Context: an optimization exercise on an open-source flow, tuned for small area, a short achievable clock period and few clock cycles per item. The choices shown serve that exercise and are no tape-out recipe.
In this exercise RTL edits were held to simulation tests only and were not proved equivalent to the original.
No activity file was given, so power comes from the tool's default toggle rates.

## sorted_two_list_merge_top
module sorted_two_list_merge_top (
  input  wire logic         clk,
  input  wire logic         rst,
  input  wire logic         in_valid,
  output      logic         in_ready,
  input  wire logic [1:0]   action,
  input  wire logic [31:0]  item_value,
  output      logic         out_valid,
  input  wire logic         out_ready,
  output      logic [31:0]  merged_value,
  output      logic [1:0]   status,
  output      logic         last
);
  localparam int D = stlm_pkg::LIST_DEPTH_DEF;
  logic        mv, sv;           
  logic [1:0]  mact, sact;
  logic signed [31:0] mval;
  logic [31:0] sval;
  logic        consume;
  logic        m_free;
  assign in_ready = !sv;
  assign m_free   = !mv || consume;
  always_ff @(posedge clk) begin
    if (rst) begin
      mv <= 1'b0;
      sv <= 1'b0;
    end else if (m_free) begin
      mv <= sv || in_valid;
      sv <= 1'b0;
    end else begin
      sv <= sv || in_valid;
    end
  end
  always_ff @(posedge clk) begin
    if (!sv) begin
      sact <= action;
      sval <= item_value;
    end
    if (m_free) begin
      mact <= sv ? sact : action;
      mval <= sv ? sval : item_value;
    end
  end
  logic [31:0] mem_a [D];
  logic [31:0] mem_b [D];
  logic [4:0]  wp_a, wp_b;       
  logic [D-1:0] hp_a, hp_b;      
  logic [5:0]  occ_a, occ_b;     
  logic [31:0] rn_a, rn_b;       
  logic signed [31:0] h_a, h_b;  
  logic [5:0]  ln_a, ln_b;       
  logic        uns_a, uns_b;     
  logic signed [31:0] tl_a, tl_b;   
  always_comb begin
    rn_a = '0;
    rn_b = '0;
    for (int i = 0; i < D; i++) begin
      rn_a = rn_a | (mem_a[(i + 1) % D] & {32{hp_a[i]}});
      rn_b = rn_b | (mem_b[(i + 1) % D] & {32{hp_b[i]}});
    end
  end
  logic        j0v, j1v;
  logic [1:0]  j0st, j1st;
  logic [5:0]  ra, rb;           
  ...
Size in the first run: ~0.092 mm² of cells after synthesis.
clock: 8.0 ns
lec_check: 0
abc_clock_period_in_ps: 3000
cap_margin: 20
core_margin: 2
core_utilization: 55
cts_cluster_diameter: 100
cts_cluster_size: 30
setup_slack_margin: 4.6
slew_margin: 20
synth_hierarchical: 1
run.sh (not shown) runs the stock make flow with config.mk's settings and CLKGATE_MAP_FILE= SYNTH_SCRIPT=/design/flow/synth_recipe.tcl, a recipe that flattens the netlist after the stock synthesis.
Testbench counts at the start, summed over its fixed seeds: cycles 4,343, items 3,618.
Then changed:
--- a/flow/design.v
+++ b/flow/design.v
@@ -116,24 +116,24 @@
   logic        uns_a, uns_b;     
   logic signed [31:0] tl_a, tl_b;   
   always_comb begin
     rn_a = '0;
     rn_b = '0;
     for (int i = 0; i < D; i++) begin
       rn_a = rn_a | (mem_a[(i + 1) % D] & {32{hp_a[i]}});
       rn_b = rn_b | (mem_b[(i + 1) % D] & {32{hp_b[i]}});
     end
   end
-  logic        j0v, j1v;
-  logic [1:0]  j0st, j1st;
+  logic        j0v, j1v, j2v;
+  logic [1:0]  j0st, j1st, j2st;
   logic [5:0]  ra, rb;           
-  logic [5:0]  j1a, j1b;
+  logic [5:0]  j1a, j1b, j2a, j2b;
   logic        go;               
   logic        emit;             
   logic        j0_merge;
   logic        take_a;
   logic        pop_a, pop_b;
   logic        e_last;
   logic        done;
   logic [31:0] e_val;
   logic        lt_hab, lt_ma, lt_mb;
   stlm_lt32 u_lt_hab (.a(h_a),  .b(h_b),  .lt(lt_hab));
@@ -149,21 +149,21 @@
   assign e_val    = !j0_merge ? 32'd0 : (take_a ? h_a : h_b);
   logic cmd_m;
   logic full_a, full_b;
   logic push_a, push_b, enq;
   logic [1:0] enq_st;
   logic drop;                    
   logic qfree;                   
   assign cmd_m  = mv && (mact == stlm_pkg::ACT_MERGE);
   assign full_a = ln_a[5];
   assign full_b = ln_b[5];
-  assign qfree  = !j1v || done;
+  assign qfree  = !j2v || done;
   always_comb begin
     consume = 1'b0;
     push_a  = 1'b0;
     push_b  = 1'b0;
     enq     = 1'b0;
     enq_st  = stlm_pkg::ST_SUCCESS;
     drop    = 1'b0;
     if (mv) begin
       case (mact)
         stlm_pkg::ACT_LOAD_A: begin
@@ -194,55 +194,72 @@
             drop   = qfree;
           end else if (uns_a || uns_b) begin
             enq_st = stlm_pkg::ST_UNSORTED;
             drop   = qfree;
           end
         end
         default: consume = 1'b1;
       endcase
     end
   end
+  logic       adv;
+  assign adv = !j0v || done;
   always_ff @(posedge clk) begin
     if (rst) begin
       j0v <= 1'b0;
       j1v <= 1'b0;
-    end else begin
-      if (!j0v || done) begin
-        j0v <= j1v || enq;
-        j1v <= j1v && enq;
-      end else if (enq) begin
-        j1v <= 1'b1;
-      end
+      j2v <= 1'b0;
+    end else if (adv) begin
+      j0v <= j1v || enq;
+      j1v <= j2v || (j1v && enq);
+      j2v <= j2v && enq;
+    end else if (enq) begin
+      j1v <= 1'b1;
+      j2v <= j1v;
     end
   end
   logic [5:0] ra_dec, rb_dec;
   assign ra_dec = ra - 6'd1;
   assign rb_dec = rb - 6'd1;
   always_ff @(posedge clk) begin
-    if (enq) begin
-      j1st <= enq_st;
-      j1a  <= ln_a;
-      j1b  <= ln_b;
-    end
-    if (!j0v || done) begin
+    if (adv) begin
       if (j1v) begin
         j0st <= j1st;
         ra   <= j1a;
         rb   <= j1b;
       end else begin
         j0st <= enq_st;
         ra   <= ln_a;
         rb   <= ln_b;
       end
+      if (j2v || !enq) begin
+        j1st <= j2st;
+        j1a  <= j2a;
+        j1b  <= j2b;
+      end else begin
+        j1st <= enq_st;
+        j1a  <= ln_a;
+        j1b  <= ln_b;
+      end
     end else begin
       if (pop_a) ra <= ra_dec;
       if (pop_b) rb <= rb_dec;
+      if (enq && !j1v) begin
+        j1st <= enq_st;
+        j1a  <= ln_a;
+        j1b  <= ln_b;
+      end
+    end
+    if (enq) begin
+      j2st <= enq_st;
+      j2a  <= ln_a;
+      j2b  <= ln_b;
     end
   end
   always_ff @(posedge clk) begin
     if (push_a) mem_a[wp_a] <= mval;
     if (push_b) mem_b[wp_b] <= mval;
   end
   always_ff @(posedge clk) begin
     if (pop_a) h_a <= (occ_a == 6'd1) ? mval : rn_a;
     else if (occ_a == '0) h_a <= mval;
     if (pop_b) h_b <= (occ_b == 6'd1) ? mval : rn_b;
Outcome: The changed run completed with no timing, DRC or antenna violations. Combinational power falls by about 4%. Cell count came out higher by 0.34%. Sequential power hardly moves. Total power barely changes. Area after synthesis rises by 0.93%. Sequential share of layout area is higher by 0.14 points. Utilization falls by 0.10 points. Die area went up by 0.92%. Wire length goes down by 1.2%. Design area increases by 0.39%. Maximum frequency stays flat. Worst setup slack got worse by 0.0032 ns. Clock power stays flat. Global-route usage goes down by 0.97 points.
Testbench counts after the change, summed over its fixed seeds: cycles 4,305, items 3,618.

==> afterwards: timing with drivers on the ports <==
Ports are ideal in the flow. The routed layouts listed here were re-timed in OpenROAD. Step 1 sets driving cells, clkbuf_16 on the clock port and buf_2 on the other inputs (assumed; they add their load-dependent delay and slew). Step 2 times the ports against the registers' clock, not the clock port: input delays grow and output delays shrink by t, the midpoint of the rising clock arrivals with the driver on. a / b / c = no drivers / after step 1 / after step 2; a / b = the first two.
run	t (ns)	slack for setup (ns)	worst setup path after step 2	latest minus earliest clock arrival (ns)	pins driven straight from the clock port
the first run	0.832	4.612 / 4.531 / 4.665	register to register	0.040 / 0.040	1
the second run	0.851	4.608 / 4.545 / 4.608	register to register	0.052 / 0.052	1
After both steps setup and hold are still met in every run listed.
